This design comes from an exercise in tuning for small area, a short achievable clock period and few clock cycles on the open sky130 flow, not from production work.
At most, simulation tests tie the RTL to the original design; equivalence was not proved.
The RTL of run 4 was laid out without a check of its function.
No activity file was given, so power comes from the tool's default toggle rates.

===== design/flow/config.mk =====
export PLATFORM = sky130hd
export DESIGN_NAME = sparse_fmap_loader
export DESIGN_NICKNAME = sparse_fmap_loader
export VERILOG_FILES = /design/flow/design.v
export SDC_FILE = /design/flow/constraint.sdc
export NUM_CORES = 4
export LEC_CHECK = 0
export ABC_CLOCK_PERIOD_IN_PS = 2800
export CAP_MARGIN = 20
export CORE_MARGIN = 2
export CORE_UTILIZATION = 40
export SETUP_SLACK_MARGIN = 2.5
export SLEW_MARGIN = 20

===== design/flow/constraint.sdc =====
create_clock -name core_clock -period 5.5 [get_ports {clk}]
set_input_delay 1.1000 -clock core_clock [delete_from_list [all_inputs] [get_ports {clk}]]
set_output_delay 1.1000 -clock core_clock [all_outputs]
set_load 0.01 [all_outputs]

===== design/flow/design.v =====
package fmap_pkg;
    localparam int PIXEL_W    = 16;
    localparam int MAP_W      = 16;
    localparam int SEG_PIXELS = 16;   
    localparam int MEM_ADDR_W = 32;
    localparam int MEM_DATA_W = 32;
    localparam int PX_ADDR_W  = 20;
    localparam int LEN_W      = 4;    
    typedef logic [PIXEL_W-1:0]    pixel_t;
    typedef logic [MEM_DATA_W-1:0] mem_word_t;
    typedef logic [MEM_ADDR_W-1:0] mem_addr_t;
    typedef logic [PX_ADDR_W-1:0]  px_addr_t;
    typedef logic [MAP_W-1:0]      sparsity_map_t;
    typedef logic [4:0] pop_count_t;
    typedef logic [8:0] dim_t;
    typedef logic [9:0] fmap_cnt_t;
endpackage
`timescale 1ns/100ps
module sparse_fmap_loader (
    input  logic                         clk,
    input  logic                         rst_n,
    input  logic                         start,
    input  fmap_pkg::mem_addr_t          cfg_read_addr,
    input  fmap_pkg::dim_t               cfg_width,
    input  fmap_pkg::dim_t               cfg_height,
    input  fmap_pkg::fmap_cnt_t          cfg_num_fmap,
    output logic                         mem_req,
    output fmap_pkg::mem_addr_t          mem_addr,
    output logic [fmap_pkg::LEN_W-1:0]   mem_len,
    input  logic                         mem_grant,
    input  fmap_pkg::mem_word_t          mem_din,
    input  logic                         mem_vld,
    input  logic                         mem_fin,
    output logic                         px_req,
    input  logic                         px_grant,
    output fmap_pkg::px_addr_t           px_addr,
    output logic                         px_wr_vld,
    output fmap_pkg::pixel_t             px_dout,
    output logic                         track_write,
    output fmap_pkg::px_addr_t           track_din,
    output logic                         busy,
    output logic                         done
);
    logic [4:0] cseg_m1;    
    logic [9:0] cfm_m1;     
    logic [4:0] fcol;       
    logic [9:0] ffm;        
    logic [8:0] frow;       
    logic       f_last_row;
    logic       f_last_frame;
    assign f_last_row   = (fcol == 5'd0) && (ffm == 10'd0);
    assign f_last_frame = f_last_row && (frow == 9'd0);
    typedef enum logic [2:0] {I_IDLE, I_MAP, I_MWAIT, I_PIX, I_SLOT} istate_t;
    istate_t istate;
    logic    accept;
    logic    map_acc;
    logic    map_in;     
    logic    map_zero;   
    logic        n_valid;    
    logic        n_have;     
    logic        n_wv;       
    logic        n_ready;    
    logic        n_lr;       
    logic        n_lf;       
    logic [15:0] n_map;
    logic [4:0]  n_w;
    logic [3:0]  n_len;
    logic        ret_pix;
    logic [31:0] wbuf [8];
    logic [2:0]  wp;
    logic [7:0]  rp1;        
    logic [7:0]  rp1_d;
    logic [3:0]  freec;
    logic        wr;
    logic        adv;
    typedef enum logic [1:0] {B_EMPTY, B_REQ, B_BURST} bstate_t;
    bstate_t     bstate;
    logic        bursting;
    logic [15:0] b_map;      
    logic        b_lr;
    logic        b_lf;
    logic [3:0]  beat;
    logic        half;       
    logic        half_d;
    logic [4:0]  zleft;      
    logic        bit_set;
    logic        bit_d;
    logic        last_beat;
    logic        move;
    logic        half_n;
    logic        can_pix;
    logic [15:0] seg_cnt;    
    logic [15:0] px_d;
    function automatic logic [2:0] ones4(input logic [3:0] n);
        ones4 = 3'(n[0]) + 3'(n[1]) + 3'(n[2]) + 3'(n[3]);
    endfunction
    assign n_len     = 4'((n_w + 5'd1) >> 1);
    assign accept    = mem_req && mem_grant;
    assign map_in    = mem_vld && !ret_pix;
    assign map_zero  = (mem_din[31:16] == 16'h0000);
    assign map_acc   = accept && (istate == I_MAP);
    assign wr        = mem_vld && ret_pix;
    assign bursting  = (bstate == B_BURST);
    assign bit_set   = b_map[15];
    assign last_beat = bursting && (beat == 4'd15);
    assign move      = (n_ready || (wr && mem_fin)) && ((bstate == B_EMPTY) || last_beat);
    assign half_n = bit_set ? ~half : half;
    assign adv    = bursting && ((bit_set && half) || (last_beat && half_n));
    assign rp1_d  = adv ? {rp1[6:0], rp1[7]} : rp1;
    assign half_d = bursting ? (half_n && !last_beat) : half;
    assign bit_d  = bursting ? b_map[14] : b_map[15];
    assign can_pix = ({1'b0, n_len} <= freec) ||
                     (bursting && ({1'b0, zleft} + {2'b00, n_len} <= {1'b0, freec, half} + 6'd2));
    always_comb begin
        px_d = 16'h0000;
        for (int i = 0; i < 8; i++) begin
            px_d = px_d | ({16{bit_d && rp1_d[i] && !half_d}} & wbuf[i][15:0])
                        | ({16{bit_d && rp1_d[i] &&  half_d}} & wbuf[i][31:16]);
        end
    end
    assign px_wr_vld = bursting;
    assign px_addr   = {seg_cnt, 4'b0000};
    assign track_din = {seg_cnt, 4'b0000};
    always_ff @(posedge clk) begin
        if (wr) wbuf[wp] <= mem_din;
        px_dout <= px_d;
        n_w     <= 5'({2'b00, ones4(n_map[15:12])} + {2'b00, ones4(n_map[11:8])}) +
                   5'({2'b00, ones4(n_map[7:4])}   + {2'b00, ones4(n_map[3:0])});
    end
    always_ff @(posedge clk) begin
        if (start) begin
            cseg_m1 <= 5'((cfg_width - 9'd1) >> 4);
            cfm_m1  <= cfg_num_fmap - 10'd1;
        end
        if (start) begin
            fcol <= 5'((cfg_width - 9'd1) >> 4);
            ffm  <= cfg_num_fmap - 10'd1;
            frow <= cfg_height - 9'd1;
        end else if (map_acc) begin
            if (fcol != 5'd0) begin
                fcol <= fcol - 5'd1;
            end else begin
                fcol <= cseg_m1;
                if (ffm != 10'd0) begin
                    ffm <= ffm - 10'd1;
                end else begin
                    ffm  <= cfm_m1;
                    frow <= frow - 9'd1;
                end
            end
        end
        if (map_acc) begin
            n_lr <= f_last_row;
            n_lf <= f_last_frame;
        end
    end
    always_ff @(posedge clk or negedge rst_n) begin
        if (!rst_n) begin
            istate  <= I_IDLE;
            mem_req <= 1'b0;
        end else begin
            case (istate)
                I_IDLE: if (start) begin
                    mem_req <= 1'b1;
                    istate  <= I_MAP;
                end
                I_MAP: if (mem_grant) begin
                    mem_req <= 1'b0;
                    istate  <= I_MWAIT;
                end
                I_MWAIT: if (map_in && map_zero) begin
                    istate <= n_lf ? I_IDLE : I_SLOT;
                end else if (n_wv && can_pix) begin
                    mem_req <= 1'b1;
                    istate  <= I_PIX;
                end
                I_PIX: if (mem_grant) begin
                    mem_req <= 1'b0;
                    istate  <= n_lf ? I_IDLE : I_SLOT;
                end
                I_SLOT: if (!n_valid || move) begin
                    mem_req <= 1'b1;
                    istate  <= I_MAP;
                end
                default: istate <= I_IDLE;
            endcase
        end
    end
    always_ff @(posedge clk) begin
        if (start && (istate == I_IDLE)) begin
            mem_addr <= cfg_read_addr;
        end else if (accept) begin
            mem_addr <= mem_addr + {26'd0, mem_len, 2'b00};
        end
        if (istate == I_MWAIT) mem_len <= n_len;
        else if (istate != I_PIX) mem_len <= 4'd1;
    end
    always_ff @(posedge clk or negedge rst_n) begin
        if (!rst_n) begin
            n_valid <= 1'b0;
            n_have  <= 1'b0;
            n_wv    <= 1'b0;
            n_ready <= 1'b0;
            ret_pix <= 1'b0;
        end else begin
            n_wv <= n_have && !move;
            if (map_acc) n_valid <= 1'b1;
            if (mem_vld) begin
                if (!ret_pix) begin
                    n_have  <= 1'b1;
                    n_ready <= map_zero;
                    ret_pix <= !map_zero;
                end else if (mem_fin) begin
                    n_ready <= 1'b1;
                    ret_pix <= 1'b0;
                end
            end
            if (move) begin
                n_valid <= 1'b0;
                n_have  <= 1'b0;
                n_ready <= 1'b0;
            end
        end
    end
    always_ff @(posedge clk) begin
        if (map_in) n_map <= mem_din[31:16];
    end
    always_ff @(posedge clk or negedge rst_n) begin
        if (!rst_n) begin
            wp    <= '0;
            rp1   <= 8'd1;
            half  <= 1'b0;
            freec <= 4'd8;
        end else begin
            if (wr) wp <= wp + 3'd1;
            rp1   <= rp1_d;
            half  <= half_d;
            freec <= freec - 4'(wr) + 4'(adv);
        end
    end
    always_ff @(posedge clk) begin
        if (start) seg_cnt <= '0;
        else if (last_beat) seg_cnt <= seg_cnt + 16'd1;
        if (move) zleft <= 5'd16 - n_w;
        else if (bursting && !bit_set) zleft <= zleft - 5'd1;
        if (move) begin
            b_map <= n_map;
            b_lr  <= n_lr;
            b_lf  <= n_lf;
        end else if (bursting) begin
            b_map <= {b_map[14:0], 1'b1};
        end
    end
    always_ff @(posedge clk or negedge rst_n) begin
        if (!rst_n) begin
            bstate      <= B_EMPTY;
            px_req      <= 1'b0;
            beat        <= '0;
            track_write <= 1'b0;
            done        <= 1'b0;
            busy        <= 1'b0;
        end else begin
            track_write <= last_beat && b_lr;
            done        <= last_beat && b_lf;
            if (start) busy <= 1'b1;
            else if (done) busy <= 1'b0;
            if (bursting) beat <= beat + 4'd1;
            case (bstate)
                B_REQ: if (px_grant) begin
                    px_req <= 1'b0;
                    bstate <= B_BURST;
                end
                B_BURST: if (last_beat) bstate <= B_EMPTY;
                default: ;
            endcase
            if (move) begin
                bstate <= B_REQ;
                px_req <= 1'b1;
            end
        end
    end
endmodule

===== design/flow/run.sh =====
#!/bin/bash
# synth_recipe.tcl (not shown) runs the flow's synth.tcl, then flattens the netlist and writes it again
# the make line also repeats each setting of config.mk as NAME=value (left out here)
make -C /OpenROAD-flow-scripts/flow DESIGN_CONFIG=/design/flow/config.mk WORK_HOME=/design/flow/orfs CLKGATE_MAP_FILE= SYNTH_SCRIPT=/design/flow/synth_recipe.tcl finish

==> results of run 1 <==
[logic make-up (layout without fill, tap and decap cells)]
| group | Yosys count | count (layout) | share of synthesized area, % |
|---|---|---|---|
| flip-flops | 444 | 444 | 66.9 |
| AND/OR/NAND/NOR | 367 | 369 | 9.41 |
| AO/OA/AOI/OAI | 295 | 295 | 11.2 |
| buffers and inverters | 145 | 393 | 3.44 |
| XOR/XNOR | 89 | 89 | 4.08 |
| adder cells (fa/ha/maj) | 54 | 54 | 4.04 |
| multiplexers | 17 | 17 | 0.988 |
| other | 1 | 9 | 0.0196 |
[timing repair]
action,CTS,global route
resized for setup,28,35
pin swaps,12,9
buffers inserted,19,4
hold buffers,0,0
setup endpoints to repair,173,137
gates cloned,2,0
[critical path: cells and delay by family (launching register included)]
kind / cells / cell delay [ns]
AO/OA/AOI/OAI: 1 / 0.13
flip-flops: 1 / 0.43
buffers and inverters: 3 / 0.16
adder cells (fa/ha/maj): 6 / 2.49
AND/OR/NAND/NOR: 1 / 0.12
[power groups by stage]
stage / clock network, W / registers, W / logic, W
final: 0.00313 / 0.00484 / 0.00336
after global routing: 0.00332 / 0.00491 / 0.00372
after CTS: 0.00320 / 0.00483 / 0.00324
after detailed placement: 0 / 0.00489 / 0.00301
after global placement: 0 / 0.00487 / 0.00295
after floorplan: 0 / 0.00482 / 0.00194
[state kept, by name, summed over array words and instances, names as in the netlist, 10 cells and up]
name      flops
ffm          10
cfm_m1       10
seg_cnt      16
px_dout      16
n_map        16
b_map        16
wbuf        256
mem_addr     32
[worst max-delay path by stage]
stage,start,to,cells past startpoint
after floorplan,mem_vld,wbuf[7][0],4
after global routing,n_map[15],n_w[4],11
after detailed placement,mem_vld,istate[1],9
after CTS,n_map[15],n_w[4],11
final,n_map[11],n_w[4],11
after global placement,mem_vld,istate[1],9
[layout make-up]
cell class                 instances  area share [%]
clock inverter                    23           0.964
inverter                          68            1.12
timing repair buffer             239            9.64
antenna                            1          0.0105
sequential                       444            53.9
tap                              615            3.24
multi-input combinational        832            25.7
clock buffer                      63            5.46
[metrics by stage]
stage               instances  hold slack, ns  utilization, %
detailed placement       2172           0.425            45.8
global placement         2172           0.445            45.8
finish                   2285           0.427            50.1
global route             2284           0.445            50.0
floorplan                1419           0.400               -
CTS                      2279           0.441            49.6
[placed cells by master (no fill, tap or decap), types with 34 or more instances in the layout]
cell type	count
clkbuf_16	48
o21ai_0	59
nor2_1	71
inv_1	62
dfxtp_1	34
a22oi_1	45
clkdlybuf4s50_1	185
xor2_1	35
xnor2_1	51
ha_1	37
buf_4	49
edfxtp_1	372
nand2_1	117
[layer usage]
layer | up-vias | global-route usage (%)
li1 | 5759 | -
met5 | - | 0
met4 | 6 | 6.78
met2 | 446 | 33.4
met1 | 6243 | 25.6
met3 | 85 | 4.30
==> impl_metrics.sql, run 1 <==
INSERT INTO impl_metrics (metric_group, metric, value, unit) VALUES
('drt', 'detail_route.vias_per_cell', '5.49', ''),
('timing', 'rsz0062_at_grt', 'true', ''),
('timing', 'clock-skew-final', '0.0251', 'ns'),
('cells_and_area', 'finalInstanceArea', '0.0237', 'mm2'),
('power_and_ir_drop', 'power.static_leakage', '8.27', 'nW'),
('synthesis', 'synth.ff_latch_count', '444', ''),
('timing', 'drv_slew', '0', ''),
('synthesis', 'syn_area_cell', '13.5', 'um2'),
('cells_and_area', 'fillCellCount', '4127', ''),
('synthesis', 'synthFlopType', 'edfxtp_1', ''),
('placed_design', 'placement.setup.worst_slack', '1.39', 'ns'),
('timing', 'setup_viol_count_final', '0', ''),
('floorplanning', 'vertical_die_dimension', '223', 'um'),
('synthesis', 'synthDistinctLibCells', '73', ''),
('drt', 'drt_drc_violations_left', '0', ''),
('placed_design', 'hpwlAfterDp', '31900', 'um'),
('timing', 'worst_slack', '2.10', 'ns'),
('timing', 'final_hold_viol_count', '0', ''),
('floorplanning', 'dieArea', '0.0496', 'mm2'),
('power_and_ir_drop', 'internal_cell_power', '0.00764', 'W'),
('clock_tree', 'cts_num_sinks', '444', ''),
('global_route', 'antenna_found_initial', '4', ''),
('clock_tree', 'insertion_delay_of_the_later_clocked_pin_in_the_worst_skew_pair', '0.59', 'ns'),
('power_and_ir_drop', 'power.switching', '0.00369', 'W'),
('setup_path', 'critical_path.cell_chain', 'fa_1 > fa_1 > inv_2 > fa_1 > fa_2 > inv_2 > ha_4 > inv_2 > fa_2 > nor2b_1 > o21a_1', ''),
('floorplanning', 'io_pins', '197', ''),
('synthesis', 'seq_area_frac_synth', '66.9', '%'),
('setup_path', 'critical-path-max-stage-delay', '0.56', 'ns'),
('floorplanning', 'core.rowCount', '80', ''),
('setup_path', 'critical_path.slowest_cell', 'fa_1', ''),
('clock_tree', 'max-clock-path-buffers', '3', ''),
('timing', 'fin_crit_sh', '61.8', '%'),
('drt', 'drt_first_pass_iters', '5', ''),
('synthesis', 'share_of_async_settable_or_async_resettable_flops_after_synthesis', '7.88', '%'),
('drt', 'maxUsedRoutingLayer', 'met5', ''),
('power_and_ir_drop', 'p_sw_share', '32.6', '%'),
('synthesis', 'synth_area_leader_cell', 'edfxtp_1', ''),
('power_and_ir_drop', 'vdd_ir_drop_max', '273', 'uV'),
('run_status', 'run_status', 'finished clean', ''),
('global_route', 'grt_pass1_vias', '12600', ''),
('timing', 'max_freq', '294', 'MHz'),
('worst_hold_path', 'worstHoldStart', 'n_lr', ''),
('setup_path', 'crit_required', '6.02', 'ns'),
('drt', 'postRouteAntennaNets', '0', ''),
('timing', 'timing_worst_slew_pin_value', '0.944', 'ns'),
('synthesis', 'netlist.area_leader.share', '58.4', '%'),
('cells_and_area', 'finish.net_count', '1785', ''),
('timing', 'fin_setup_tns', '0', 'ns'),
('setup_path', 'ff2ff_setup_slack', '2.10', 'ns'),
('setup_path', 'timing.critical_path.arrival', '3.92', 'ns'),
('power_and_ir_drop', 'pwr-share-clk', '27.7', '%'),
('synthesis', 'syn_area', '0.0191', 'mm2'),
('power_and_ir_drop', 'combPwrFrac', '29.7', '%'),
('floorplanning', 'core', '0.0474', 'mm2'),
('clock_tree', 'total_clock_buffers_created_by_cts', '47', ''),
('setup_path', 'setup_crit_end_kind', 'flop', ''),
('synthesis', 'synth.top_cells.by_count', '372 x edfxtp_1, 118 x nand2_1, 78 x nor2_1', ''),
('drt', 'post_route_wl', '49700', 'um'),
('global_route', 'globalRouteOverflowTotal', '0', ''),
('global_route', 'grt_start_max_net_pins', '73', ''),
('timing', 'slew_headroom', '36.5', '%'),
('synthesis', 'yosysMostFrequentCell', 'edfxtp_1', ''),
('global_route', 'grtUsageTotal', '19.9', '%'),
('clock_tree', 'cts_max_level', '2', ''),
('cells_and_area', 'layout.area.seq', '0.0128', 'mm2'),
('global_route', 'grt_first_pass_wirelength', '75200', 'um'),
('clock_tree', 'clk_transition_reported_paths', '0.06', 'ns'),
('setup_path', 'r2r-end', 'n_w[4]', ''),
('cells_and_area', 'multi_input_area', '0.00610', 'mm2'),
('synthesis', 'synthesized_instance_count', '1412', ''),
('setup_path', 'critical_path.startpoint_type', 'flop', '');
Testbench counts, summed over its fixed seeds: cycles 40,763.
==> run 2, diff against run 1 <==
--- a/design/flow/config.mk
+++ b/design/flow/config.mk
@@ -7,3 +7,2 @@
 export LEC_CHECK = 0
-export ABC_CLOCK_PERIOD_IN_PS = 2800
 export CAP_MARGIN = 20
==> run 2 against run 1 <==
  * Combinational power about the same
  * Count of clock-buffer cells in the layout unchanged
  * Clock skew unchanged
  * Register-to-register slack about the same
  * Critical path depth unchanged
  * Cell count unchanged
  * Die area unchanged
  * Still clean on timing, DRC and antenna
  * First-iteration DRC count unchanged
  * Global-route usage unchanged
  * Design area unchanged
  * Sequential power about the same
  * Largest cell class unchanged
  * Via count unchanged
==> impl_metrics.sql, run 2 <==
INSERT INTO impl_metrics (metric_group, metric, value, unit) VALUES
('clock_tree', 'tritoncts_clock_tree', 'done', ''),
('synthesis', 'synth.ff_latch_count', '444', ''),
('timing', 'fin_setup_tns', '0', 'ns'),
('synthesis', 'yosysMostFrequentCell', 'edfxtp_1', ''),
('cells_and_area', 'finish.net_count', '1785', ''),
('synthesis', 'synthFlopType', 'edfxtp_1', ''),
('clock_tree', 'cts_max_level', '2', ''),
('cells_and_area', 'flip_flop_count_of_the_largest_register_after_layout', '256', ''),
('drt', 'post_route_wl', '49700', 'um'),
('power_and_ir_drop', 'vdd_ir_drop_max', '273', 'uV'),
('clock_tree', 'max-clock-path-buffers', '3', ''),
('floorplanning', 'io_pins', '197', ''),
('drt', 'postRouteAntennaNets', '0', ''),
('cells_and_area', 'mostFrequentLayoutCell', 'edfxtp_1', ''),
('worst_hold_path', 'hold_path.class', 'reg -> reg', ''),
('flow_run', 'cap_viol_max_count', '0', ''),
('global_route', 'grt_pass1_vias', '12600', ''),
('cells_and_area', 'post_route_cells_drive_above_1_share', '12.5', '%'),
('worst_hold_path', 'holdPathStages', '0', ''),
('floorplanning', 'dieArea', '0.0496', 'mm2'),
('worst_hold_path', 'worstHoldStart', 'n_lr', ''),
('cells_and_area', 'registers.top_by_ff_count', 'wbuf', ''),
('setup_path', 'setup.worst_path.class', 'reg -> reg', ''),
('clock_tree', 'root_buffer', 'clkbuf_16', ''),
('synthesis', 'number_of_synthesized_flops_with_an_enable_pin', '372', ''),
('placed_design', 'hpwlAfterDp', '31900', 'um'),
('timing', 'clock-skew-final', '0.0251', 'ns'),
('power_and_ir_drop', 'power.density', '477', 'mW/mm2'),
('cells_and_area', 'multi_input_area', '0.00610', 'mm2'),
('synthesis', 'share_of_async_settable_or_async_resettable_flops_after_synthesis', '7.88', '%'),
('floorplanning', 'initial_utilization', '40.3', '%'),
('clock_tree', 'total_clock_buffers_created_by_cts', '47', ''),
('drt', 'detail_route.vias_per_cell', '5.49', ''),
('drt', 'drt_drc_violations_left', '0', ''),
('cells_and_area', 'finalInstanceArea', '0.0237', 'mm2'),
('synthesis', 'synthDistinctLibCells', '73', ''),
('synthesis', 'top_post_synthesis_cells_by_area', 'edfxtp_1 58%, dfrtp_1 4.3%, dfxtp_1 3.9%', ''),
('placed_design', 'gp_congestion', '0.800', ''),
('setup_path', 'ff2ff_setup_slack', '2.10', 'ns'),
('cells_and_area', 'layout.area.seq', '0.0128', 'mm2'),
('drt', 'drtIter0Drc', '998', ''),
('setup_path', 'timing.critical_path.arrival', '3.92', 'ns'),
('global_route', 'antenna_found_initial', '4', ''),
('setup_path', 'critical_path.slowest_cell', 'fa_1', ''),
('cells_and_area', 'area_delta_synth_final', '24.2', '%'),
('drt', 'wire_per_inst', '21.7', 'um'),
('placed_design', 'placement.setup.worst_slack', '1.39', 'ns'),
('floorplanning', 'vertical_die_dimension', '223', 'um'),
('setup_path', 'r2r-start', 'n_map[11]', ''),
('setup_path', 'r2r-end', 'n_w[4]', ''),
('setup_path', 'setup_crit_end_kind', 'flop', ''),
('timing', 'setup_viol_count_final', '0', ''),
('setup_path', 'crit_required', '6.02', 'ns'),
('power_and_ir_drop', 'power.static_leakage', '8.27', 'nW'),
('global_route', 'grtUsageTotal', '19.9', '%'),
('cells_and_area', 'fillCellCount', '4127', ''),
('setup_path', 'critical_path.cell_chain', 'fa_1 > fa_1 > inv_2 > fa_1 > fa_2 > inv_2 > ha_4 > inv_2 > fa_2 > nor2b_1 > o21a_1', ''),
('timing', 'worst_slack', '2.10', 'ns'),
('global_route', 'grt_start_max_net_pins', '73', ''),
('clock_tree', 'holdBufCountCts', '0', ''),
('timing', 'timing_worst_slew_pin_value', '0.944', 'ns'),
('drt', 'dr_total_vias', '12500', ''),
('synthesis', 'ys.warnings.count', '1', ''),
('setup_path', 'crit_fanout', '2', ''),
('cells_and_area', 'reg.largest.list', 'wbuf x256, mem_addr x32', ''),
('cells_and_area', 'final_cell_mix', '372 x edfxtp_1, 185 x clkdlybuf4s50_1, 117 x nand2_1, 71 x nor2_1, 62 x inv_1', ''),
('timing', 'max_freq', '294', 'MHz'),
('setup_path', 'timing.reg2reg.worst_path_depth', '11', ''),
('worst_hold_path', 'timing.hold.worst_endpoint', 'b_lr', ''),
('timing', 'drv_slew', '0', ''),
('clock_tree', 'cts_num_sinks', '444', ''),
('synthesis', 'synth.top_cells.by_count', '372 x edfxtp_1, 118 x nand2_1, 78 x nor2_1', ''),
('global_route', 'globalRouteOverflowTotal', '0', ''),
('synthesis', 'netlist.area_leader.share', '58.4', '%'),
('synthesis', 'synthesized_instance_count', '1412', ''),
('clock_tree', 'clk_transition_reported_paths', '0.06', 'ns'),
('timing', 'rsz0062_at_grt', 'true', ''),
('clock_tree', 'insertion_delay_of_the_later_clocked_pin_in_the_worst_skew_pair', '0.59', 'ns'),
('timing', 'slew_headroom', '36.5', '%'),
('global_route', 'grt_first_pass_wirelength', '75200', 'um'),
('synthesis', 'syn_area', '0.0191', 'mm2'),
('setup_path', 'critical-path-max-stage-delay', '0.56', 'ns'),
('timing', 'final_hold_viol_count', '0', ''),
('synthesis', 'synth_area_leader_cell', 'edfxtp_1', ''),
('setup_path', 'critical_path.startpoint_type', 'flop', ''),
('placed_design', 'placement.cell_area', '0.0217', 'mm2'),
('synthesis', 'seq_area_frac_synth', '66.9', '%'),
('floorplanning', 'core', '0.0474', 'mm2'),
('floorplanning', 'core.rowCount', '80', ''),
('run_status', 'run_status', 'finished clean', ''),
('synthesis', 'syn_area_cell', '13.5', 'um2'),
('timing', 'fin_crit_sh', '61.8', '%'),
('timing', 'final_period_minus_worst_setup_slack', '3.40', 'ns'),
('floorplanning', 'fp.dieW', '223', 'um'),
('drt', 'drt_first_pass_iters', '5', ''),
('placed_design', 'port_bufs', '188', '');
[run 2: report_power, final]
group	internal [W]	leakage, nW	switching, W
combinational	0.00142	3.35	0.00194
sequential	0.00441	4.17	0.000428
clock	0.00181	0.754	0.00132
[run 2: final cells by class]
type	count	share of cell area, %
repair buffers	239	9.64
clock buffers	63	5.46
multi-input cells	832	25.7
inverters	68	1.12
diodes	1	0.0105
well taps	615	3.24
clock inverters	23	0.964
flip-flops and latches	444	53.9
[run 2: cells by family (layout without fill, tap and decap cells)]
group / count (synthesis) / count (layout) / synth area share [%]
adder cells (fa/ha/maj): 54 / 54 / 4.04
XOR/XNOR: 89 / 89 / 4.08
AO/OA/AOI/OAI: 295 / 295 / 11.2
buffers and inverters: 145 / 393 / 3.44
AND/OR/NAND/NOR: 367 / 369 / 9.41
flip-flops: 444 / 444 / 66.9
other: 1 / 9 / 0.0196
multiplexers: 17 / 17 / 0.988
[run 2: stage by stage]
| step | total power, W | instances | utilization (%) | hold WS (ns) |
|---|---|---|---|---|
| finish | 0.0113 | 2285 | 50.1 | 0.427 |
| global route | 0.0119 | 2284 | 50.0 | 0.445 |
| CTS | 0.0113 | 2279 | 49.6 | 0.441 |
| detailed placement | 0.00790 | 2172 | 45.8 | 0.425 |
| global placement | 0.00782 | 2172 | 45.8 | 0.445 |
| floorplan | 0.00676 | 1419 | - | 0.400 |
[run 2: worst max-delay path by stage]
stage | from | endpoint | slack, ns | depth (start not counted)
after global routing | n_map[15] | n_w[4] | 2.02 | 11
after global placement | mem_vld | istate[1] | 1.52 | 9
after CTS | n_map[15] | n_w[4] | 2.10 | 11
final | n_map[11] | n_w[4] | 2.10 | 11
after floorplan | mem_vld | wbuf[7][0] | 2.08 | 4
after detailed placement | mem_vld | istate[1] | 1.39 | 9
[run 2: layer usage]
layer / up-vias / wire (um) / GRT usage (%)
li1: 5759 / - / -
met1: 6243 / 21000 / 25.6
met2: 446 / 24200 / 33.4
met3: 85 / 3230 / 4.30
met4: 6 / 1310 / 6.78
met5: - / 32 / 0
[run 2: worst max-delay path, delay by kind of cell, from the launching register on]
family | cells | cell delay, ns
flops | 1 | 0.43
simple gates | 1 | 0.12
fa+ha+maj | 6 | 2.49
buf+inv | 3 | 0.16
compound gates | 1 | 0.13
[run 2: timing repair]
item | 4_1_cts | 5_1_grt
endpoints found under the setup margin | 173 | 137
pin swaps | 12 | 9
cloned | 2 | 0
endpoints found under the hold margin | 0 | 0
setup buffers | 19 | 4
gates resized for setup | 28 | 35
==> run 3, diff against run 2 <==
--- a/design/flow/config.mk
+++ b/design/flow/config.mk
@@ -10,3 +10,2 @@
 export CORE_UTILIZATION = 40
-export SETUP_SLACK_MARGIN = 2.5
 export SLEW_MARGIN = 20
==> run 3 against run 2 <==
  * Largest cell class unchanged
  * Clock power grew 5%
  * Power fell by 2.0%
  * Flip-flop and latch count unchanged
  * Still clean on timing, DRC and antenna
==> impl_metrics.sql, run 3 <==
INSERT INTO impl_metrics (metric_group, metric, value, unit) VALUES
('setup_path', 'ff2ff_setup_slack', '2.05', 'ns'),
('setup_path', 'worst-path-buf-inv', '3', ''),
('global_route', 'grt_use_met1', '25.7', '%'),
('timing', 'rsz0062_at_grt', 'false', ''),
('timing', 'fin_crit_sh', '64.5', '%'),
('floorplanning', 'io_pins', '197', ''),
('setup_path', 'critical_path_depth', '4', ''),
('power_and_ir_drop', 'combPwrFrac', '26.8', '%'),
('synthesis', 'synth.ff_latch_count', '444', ''),
('synthesis', 'seq_area_frac_synth', '66.9', '%'),
('placed_design', 'placedCellCount', '2171', ''),
('clock_tree', 'root_buffer', 'clkbuf_16', ''),
('placed_design', 'gp_congestion', '0.809', ''),
('setup_path', 'timing.reg2reg.worst_path_depth', '9', ''),
('global_route', 'grt_start_max_net_pins', '73', ''),
('clock_tree', 'insertion_delay_of_the_later_clocked_pin_in_the_worst_skew_pair', '0.60', 'ns'),
('clock_tree', 'cts.repair.resized', '0', ''),
('floorplanning', 'core.rowCount', '80', ''),
('cells_and_area', 'reg.largest.list', 'wbuf x256, mem_addr x32', ''),
('synthesis', 'number_of_synthesized_flops_with_an_enable_pin', '372', ''),
('flow_run', 'cap_viol_max_count', '0', ''),
('floorplanning', 'core', '0.0474', 'mm2'),
('placed_design', 'port_bufs', '188', ''),
('cells_and_area', 'finish.net_count', '1761', ''),
('synthesis', 'yosysMostFrequentCell', 'edfxtp_1', ''),
('global_route', 'grt_first_pass_wirelength', '73900', 'um'),
('drt', 'wire_per_inst', '21.4', 'um'),
('setup_path', 'critical-path-max-stage-delay', '0.70', 'ns'),
('setup_path', 'crit_required', '4.40', 'ns'),
('cells_and_area', 'final_cell_mix', '372 x edfxtp_1, 186 x clkdlybuf4s50_1, 118 x nand2_1, 71 x nor2_1, 67 x inv_1', ''),
('timing', 'fin_setup_tns', '0', 'ns'),
('global_route', 'met2_track_demand_over_resource', '32.8', '%'),
('floorplanning', 'fp.dieW', '223', 'um'),
('synthesis', 'ys.warnings.count', '1', ''),
('power_and_ir_drop', 'pwr-share-clk', '29.7', '%'),
('timing', 'timing_worst_slew_pin_value', '1.06', 'ns'),
('clock_tree', 'holdBufCountCts', '0', ''),
('global_route', 'grtUsageTotal', '19.5', '%'),
('clock_tree', 'total_clock_buffers_created_by_cts', '49', ''),
('setup_path', 'setup.worst_path.class', 'reg -> out', ''),
('cells_and_area', 'fillCellCount', '4201', ''),
('placed_design', 'hpwlAfterDp', '31800', 'um'),
('cells_and_area', 'area_delta_synth_final', '22.1', '%'),
('floorplanning', 'initial_utilization', '40.3', '%'),
('timing', 'final_period_minus_worst_setup_slack', '3.55', 'ns'),
('timing', 'setup_viol_count_final', '0', ''),
('global_route', 'use_met3', '2.91', '%'),
('drt', 'drt_first_pass_iters', '5', ''),
('setup_path', 'setup_crit_end_kind', 'primary output', ''),
('synthesis', 'netlist.area_leader.share', '58.4', '%'),
('synthesis', 'syn_area', '0.0191', 'mm2'),
('power_and_ir_drop', 'power.density', '475', 'mW/mm2'),
('global_route', 'globalRouteOverflowTotal', '0', ''),
('setup_path', 'critical_path.cell_chain', 'nand2b_1 > buf_4 > inv_2 > clkdlybuf4s50_1', ''),
('drt', 'dr_total_vias', '12400', ''),
('power_and_ir_drop', 'power.static_leakage', '8.13', 'nW'),
('global_route', 'antenna_found_initial', '1', ''),
('timing', 'max_freq', '282', 'MHz'),
('drt', 'post_route_wl', '48600', 'um'),
('global_route', 'grt-busiest-layer', 'met2', ''),
('timing', 'drv_slew', '0', ''),
('setup_path', 'timing.critical_path.arrival', '2.45', 'ns'),
('worst_hold_path', 'hold_path.class', 'reg -> reg', ''),
('global_route', 'grt_pass1_vias', '12400', ''),
('clock_tree', 'max-clock-path-buffers', '3', ''),
('cells_and_area', 'registers.top_by_ff_count', 'wbuf', ''),
('cells_and_area', 'final-instance-count-excl-fill', '2265', ''),
('synthesis', 'synthFlopType', 'edfxtp_1', ''),
('setup_path', 'critPathCapture', 'px_wr_vld', ''),
('clock_tree', 'clk_transition_reported_paths', '0.06', 'ns'),
('setup_path', 'critical_path.startpoint_type', 'flop', ''),
('run_status', 'run_status', 'finished clean', ''),
('power_and_ir_drop', 'vdd_ir_drop_max', '283', 'uV'),
('cells_and_area', 'multi_input_area', '0.00583', 'mm2'),
('timing', 'final_hold_viol_count', '0', ''),
('cells_and_area', 'mostFrequentLayoutCell', 'edfxtp_1', ''),
('synthesis', 'top_post_synthesis_cells_by_area', 'edfxtp_1 58%, dfrtp_1 4.3%, dfxtp_1 3.9%', ''),
('power_and_ir_drop', 'seq_power_share', '43.5', '%'),
('clock_tree', 'cts_max_level', '2', ''),
('cells_and_area', 'post_route_cells_drive_above_1_share', '8.68', '%'),
('cells_and_area', 'layout.area.seq', '0.0128', 'mm2'),
('synthesis', 'syn_area_cell', '13.5', 'um2'),
('timing', 'slew_headroom', '29.2', '%'),
('setup_path', 'crit_fanout', '22', ''),
('setup_path', 'r2r-start', 'bstate[0]', ''),
('synthesis', 'synth.top_cells.by_count', '372 x edfxtp_1, 118 x nand2_1, 78 x nor2_1', ''),
('drt', 'postRouteAntennaNets', '0', ''),
('cells_and_area', 'flip_flop_count_of_the_largest_register_after_layout', '256', ''),
('setup_path', 'r2r-end', 'px_dout[4]', ''),
('synthesis', 'share_of_async_settable_or_async_resettable_flops_after_synthesis', '7.88', '%'),
('power_and_ir_drop', 'power.switching', '0.00351', 'W'),
('power_and_ir_drop', 'internal_cell_power', '0.00759', 'W'),
('timing', 'clock-skew-final', '0.0173', 'ns'),
('setup_path', 'critical_path.startpoint', 'bstate[0]', ''),
('clock_tree', 'cts_num_sinks', '444', ''),
('clock_tree', 'tritoncts_clock_tree', 'done', ''),
('synthesis', 'synthesized_instance_count', '1412', ''),
('power_and_ir_drop', 'p_sw_share', '31.7', '%'),
('setup_path', 'critPathTopFamily', 'buffers and inverters', ''),
('floorplanning', 'dieArea', '0.0496', 'mm2'),
('drt', 'drt_drc_violations_left', '0', ''),
('clock_tree', 'post_cts_setup_buffer_count', '0', ''),
('floorplanning', 'vertical_die_dimension', '223', 'um'),
('synthesis', 'synth_area_leader_cell', 'edfxtp_1', ''),
('setup_path', 'critical_path.slowest_cell', 'clkdlybuf4s50_1', ''),
('synthesis', 'synthDistinctLibCells', '73', ''),
('drt', 'drtIter0Drc', '1197', ''),
('drt', 'detail_route.vias_per_cell', '5.46', '');
==> run 3: cell counts after synthesis <==
Identical to the previous run, type by type.
==> run 3: final cells by class <==
class	count	share of cell area, %
timing repair buffer	215	8.93
tap	615	3.29
clock inverter	22	1.05
antenna	2	0.0214
clock buffer	69	5.91
sequential	444	54.8
multi-input combinational	830	24.9
inverter	68	1.09
==> run 3: stage by stage <==
stage | area, um2 | power [W] | util [%] | worst slack [ns] | hold WS (ns)
finish | 23400 | 0.0111 | 49.2 | 1.95 | 0.434
global route | 23400 | 0.0117 | 49.2 | 1.80 | 0.459
CTS | 23300 | 0.0112 | 49.2 | 1.94 | 0.448
detailed placement | 21700 | 0.00788 | 45.8 | 1.60 | 0.433
global placement | 21700 | 0.00777 | 45.7 | 1.70 | 0.435
floorplan | 19200 | 0.00675 | - | 1.23 | 0.400
==> run 3: metal layers <==
layer  wire [um]  part of all wire, %
met1       20500                   42
met3        3190                  6.6
met2       23400                   48
met5           0                    0
met4        1510                  3.1
==> run 3: power groups by stage <==
stage	clock network (W)	registers, W	logic [W]
final	0.00329	0.00483	0.00298
after global placement	0	0.00487	0.00290
after floorplan	0	0.00482	0.00193
after detailed placement	0	0.00489	0.00299
after CTS	0.00336	0.00483	0.00301
after global routing	0.00350	0.00490	0.00334
==> run 3: how the worst min path moves through the flow <==
stage,start,endpoint,cells past startpoint
floorplan,n_lr,b_lr,0
global placement,n_lr,b_lr,0
CTS,n_lr,b_lr,0
finish,n_lr,b_lr,0
global route,n_lr,b_lr,0
detailed placement,n_lr,b_lr,0
==> run 3: logic make-up after synthesis <==
group	after synthesis	synth area share [%]
xor gates and xnor gates	89	4.08
buffers and inverters	145	3.44
DFF	444	66.9
muxes	17	0.988
and+or+nand+nor	367	9.41
AOI/OAI and AO/OA	295	11.2
other	1	0.0196
adders and majority gates	54	4.04
==> run 4, diff against run 3 <==
--- a/design/flow/design.v
+++ b/design/flow/design.v
@@ -69,5 +69,10 @@
     logic [31:0] wbuf [8];
-    logic [2:0]  wp;
-    logic [7:0]  rp1;        
-    logic [7:0]  rp1_d;
+    logic [7:0]  wq;         
+    logic [7:0]  pq;         
+    logic        hq;         
+    logic [7:0]  pq_rot;
+    logic        step_bit;
+    logic        step_en;
+    logic [11:0] nib;        
+    logic        map_in_q;
     logic [3:0]  freec;
@@ -83,3 +88,2 @@
     logic        half;       
-    logic        half_d;
     logic [4:0]  zleft;      
@@ -87,3 +91,4 @@
     logic        bit_d;
-    logic        last_beat;
+    logic        last_beat;  
+    logic        b_load;
     logic        move;
@@ -104,3 +109,3 @@
     assign bit_set   = b_map[15];
-    assign last_beat = bursting && (beat == 4'd15);
+    assign b_load    = (bstate == B_EMPTY) || last_beat;
     assign move      = (n_ready || (wr && mem_fin)) && ((bstate == B_EMPTY) || last_beat);
@@ -108,5 +113,6 @@
     assign adv    = bursting && ((bit_set && half) || (last_beat && half_n));
-    assign rp1_d  = adv ? {rp1[6:0], rp1[7]} : rp1;
-    assign half_d = bursting ? (half_n && !last_beat) : half;
     assign bit_d  = bursting ? b_map[14] : b_map[15];
+    assign pq_rot = {pq[6:0], pq[7]};
+    assign step_en  = bursting || ((bstate == B_REQ) && px_grant);
+    assign step_bit = bursting ? b_map[14] : b_map[15];
     assign can_pix = ({1'b0, n_len} <= freec) ||
@@ -116,4 +122,4 @@
         for (int i = 0; i < 8; i++) begin
-            px_d = px_d | ({16{bit_d && rp1_d[i] && !half_d}} & wbuf[i][15:0])
-                        | ({16{bit_d && rp1_d[i] &&  half_d}} & wbuf[i][31:16]);
+            px_d = px_d | ({16{bit_d && pq[i] && !hq}} & wbuf[i][15:0])
+                        | ({16{bit_d && pq[i] &&  hq}} & wbuf[i][31:16]);
         end
@@ -124,6 +130,10 @@
     always_ff @(posedge clk) begin
-        if (wr) wbuf[wp] <= mem_din;
+        for (int i = 0; i < 8; i++) begin
+            if (wr && wq[i]) wbuf[i] <= mem_din;
+        end
         px_dout <= px_d;
-        n_w     <= 5'({2'b00, ones4(n_map[15:12])} + {2'b00, ones4(n_map[11:8])}) +
-                   5'({2'b00, ones4(n_map[7:4])}   + {2'b00, ones4(n_map[3:0])});
+        nib     <= {ones4(mem_din[31:28]), ones4(mem_din[27:24]),
+                    ones4(mem_din[23:20]), ones4(mem_din[19:16])};
+        if (map_in_q) n_w <= 5'({2'b00, nib[11:9]} + {2'b00, nib[8:6]}) +
+                             5'({2'b00, nib[5:3]}  + {2'b00, nib[2:0]});
     end
@@ -170,3 +180,3 @@
                 end
-                I_MWAIT: if (map_in && map_zero) begin
+                I_MWAIT: if (n_ready) begin
                     istate <= n_lf ? I_IDLE : I_SLOT;
@@ -204,4 +214,6 @@
             ret_pix <= 1'b0;
+            map_in_q <= 1'b0;
         end else begin
-            n_wv <= n_have && !move;
+            map_in_q <= map_in;
+            n_wv     <= (map_in_q || n_wv) && !move;
             if (map_acc) n_valid <= 1'b1;
@@ -229,4 +241,5 @@
         if (!rst_n) begin
-            wp    <= '0;
-            rp1   <= 8'd1;
+            wq    <= 8'd1;
+            pq    <= 8'd1;
+            hq    <= 1'b0;
             half  <= 1'b0;
@@ -234,5 +247,11 @@
         end else begin
-            if (wr) wp <= wp + 3'd1;
-            rp1   <= rp1_d;
-            half  <= half_d;
+            if (wr) wq <= {wq[6:0], wq[7]};
+            if (last_beat) begin
+                if (hq) pq <= pq_rot;
+                hq <= 1'b0;
+            end else if (step_en && step_bit) begin
+                if (hq) pq <= pq_rot;
+                hq <= !hq;
+            end
+            if (bursting) half <= half_n && !last_beat;
             freec <= freec - 4'(wr) + 4'(adv);
@@ -243,5 +262,5 @@
         else if (last_beat) seg_cnt <= seg_cnt + 16'd1;
-        if (move) zleft <= 5'd16 - n_w;
+        if (b_load) zleft <= 5'd16 - n_w;
         else if (bursting && !bit_set) zleft <= zleft - 5'd1;
-        if (move) begin
+        if (b_load) begin
             b_map <= n_map;
@@ -258,2 +277,3 @@
             beat        <= '0;
+            last_beat   <= 1'b0;
             track_write <= 1'b0;
@@ -267,2 +287,3 @@
             if (bursting) beat <= beat + 4'd1;
+            last_beat <= bursting && (beat == 4'd14);
             case (bstate)
==> design/flow/flow/run.sh (new file) <==
#!/bin/bash
set -euo pipefail
echo 'export BUFFER_PORTS_ARGS = -buffer_cell sky130_fd_sc_hd__buf_1' >> config.mk
bash standard.sh > standard.log 2>&1
==> design/flow/standard.sh (new file) <==
#!/bin/bash
# synth_recipe.tcl (not shown) runs the flow's synth.tcl, then flattens the netlist and writes it again
# the make line also repeats each setting of config.mk as NAME=value (left out here)
make -C /OpenROAD-flow-scripts/flow DESIGN_CONFIG=/design/flow/config.mk WORK_HOME=/design/flow/orfs CLKGATE_MAP_FILE= SYNTH_SCRIPT=/design/flow/synth_recipe.tcl "${@:-finish}"
--- a/design/flow/config.mk
+++ b/design/flow/config.mk
@@ -10,2 +10,4 @@
 export CORE_UTILIZATION = 40
+export SETUP_SLACK_MARGIN = 2.5
 export SLEW_MARGIN = 20
+export BUFFER_PORTS_ARGS = -buffer_cell sky130_fd_sc_hd__buf_1
removed: design/flow/run.sh
==> run 4 against run 3 <==
  * Still clean on timing, DRC and antenna
  * Critical endpoint is now istate[0]
  * Critical path depth grew 10
  * Via count is 0.92% higher
  * Synthesized cell count rose by 0.21%
  * Design area fell by 1.5%
==> impl_metrics.sql, run 4 <==
INSERT INTO impl_metrics (metric_group, metric, value, unit) VALUES
('clock_tree', 'total_clock_buffers_created_by_cts', '48', ''),
('setup_path', 'critPathTopFamily', 'compound AO/OA/AOI/OAI gates', ''),
('synthesis', 'ys.warnings.count', '2', ''),
('global_route', 'grt_start_max_net_pins', '75', ''),
('setup_path', 'critical_path.slowest_cell', 'edfxtp_1', ''),
('synthesis', 'top_post_synthesis_cells_by_area', 'edfxtp_1 58%, dfrtp_1 5.0%, dfxtp_1 4.5%', ''),
('setup_path', 'critical_path.startpoint_type', 'flop', ''),
('timing', 'max_freq', '334', 'MHz'),
('worst_hold_path', 'hold_path.class', 'reg -> reg', ''),
('synthesis', 'synthDistinctLibCells', '71', ''),
('global_route', 'grtUsageTotal', '18.8', '%'),
('synthesis', 'syn_area_cell', '13.9', 'um2'),
('cells_and_area', 'area_delta_synth_final', '17.0', '%'),
('run_status', 'run_status', 'finished clean', ''),
('drt', 'post_route_wl', '48200', 'um'),
('global_route', 'grt_first_pass_wirelength', '72100', 'um'),
('flow_run', 'cap_viol_max_count', '0', ''),
('drt', 'drt_first_pass_iters', '5', ''),
('placed_design', 'gp_congestion', '0.789', ''),
('synthesis', 'synthFlopType', 'edfxtp_1', ''),
('cells_and_area', 'reg.largest.list', 'wbuf x256, mem_addr x32', ''),
('cells_and_area', 'mostFrequentLayoutCell', 'edfxtp_1', ''),
('synthesis', 'synthesized_instance_count', '1415', '');
-- run 4: cell count changes in the layout (fill, tap and decap cells not counted), sizes merged, moves of 16 or more --
cell	before	now
a22o	19	35
buf	29	226
nand2	118	137
a32o	1	20
clkdlybuf4s50	186	0
a22oi	45	10
a221oi	15	58
a32oi	27	5
-- run 4: final timing paths --
kind / end / slack, ns / start / cells past startpoint
max: istate[0] / 2.51 / n_w[1] / 14
min: b_lr / 0.43 / n_lr / 0
max reg2reg: istate[0] / 2.51 / n_w[1] / 14
min reg2reg: b_lr / 0.43 / n_lr / 0
max in group asynchronous: pq[3] / 4.50 / rst_n / 1
min in group asynchronous: istate[1] / 0.55 / rst_n / 1
-- run 4: what timing repair did --
action,CTS,global route
buffers inserted,7,5
endpoints found under the setup margin,12,14
resized for setup,4,16
pin swaps,0,16
-- run 4: stage by stage --
step	setup WS (ns)	utilization, %	std cells	hold slack, ns	total power [W]
final	2.51	47.2	2329	0.432	0.0105
after global routing	2.36	47.2	2329	0.460	0.0111
after CTS	2.41	46.9	2323	0.438	0.0105
after detailed placement	2.20	43.4	2226	0.411	0.00706
after global placement	2.26	43.3	2224	0.412	0.00696
after floorplan	2.54	-	1422	0.400	0.00631
-- run 4: logic make-up (layout without fill, tap and decap cells) --
logic type | count (synthesis) | count (layout) | synth area share, %
compound gates | 261 | 261 | 9.74
xor+xnor | 85 | 85 | 3.79
fa+ha+maj | 66 | 66 | 4.70
buf+inv | 148 | 391 | 3.53
flops | 463 | 463 | 67.4
mux | 22 | 22 | 1.23
other cells | 1 | 8 | 0.0191
simple gates | 369 | 369 | 9.57
-- run 4: final cells by class --
| type | count | share of cell area (%) |
|---|---|---|
| clock buffer | 62 | 5.67 |
| clock inverter | 28 | 1.32 |
| inverter | 73 | 1.20 |
| multi-input combinational | 811 | 25.9 |
| sequential | 463 | 57.6 |
| tap | 664 | 3.61 |
| timing repair buffer | 228 | 4.67 |
-- run 4: where the power goes --
part	internal [W]	switching [W]	total, W
Sequential	0.00435	0.000399	0.00475
Combinational	0.00102	0.00144	0.00246
Clock	0.00188	0.00139	0.00328
-- run 4: routing by layer --
layer / track usage [%] / up-vias / share of wire [%]
met4: 5.94 / 2 / 2.5
met1: 25.7 / 6186 / 44
met3: 4.07 / 83 / 7.6
met5: 0 / - / 0.027
li1: - / 5716 / -
met2: 29.8 / 485 / 46

-- separate check: timing with driven ports --
Ports are ideal in the flow. The routed layouts listed here were re-timed in OpenROAD.
Step 1, drivers: a clkbuf_16 drives clk and a buf_2 each remaining input, both assumed.
Step 2, shift: input delay + t, output delay - t, t = (earliest + latest rising clock arrival at the registers) / 2. This alone moves slack from input paths to output paths.
a / b / c = ideal / step 1 / step 2; a / b = the first two.
run | shift t [ns] | slack for setup (ns) | worst setup path after step 2 | clock arrival spread, ns | worst slew at a driven data input, ns
run 1 | 0.633 | 2.101 / 2.101 / 1.909 | input to register | 0.028 / 0.028 | 0.09
run 2 | 0.633 | 2.101 / 2.101 / 1.909 | input to register | 0.028 / 0.028 | 0.09
run 3 | 0.637 | 1.952 / 1.898 / 1.513 | input to register | 0.026 / 0.026 | 0.10
run 4 | 0.639 | 2.510 / 2.510 / 2.193 | input to register | 0.053 / 0.053 | 0.09
After both steps setup and hold are still met in every run listed. For run 3, which loses most, drivers alone change the setup slack by -0.054 ns; drivers and shift together by -0.439 ns.
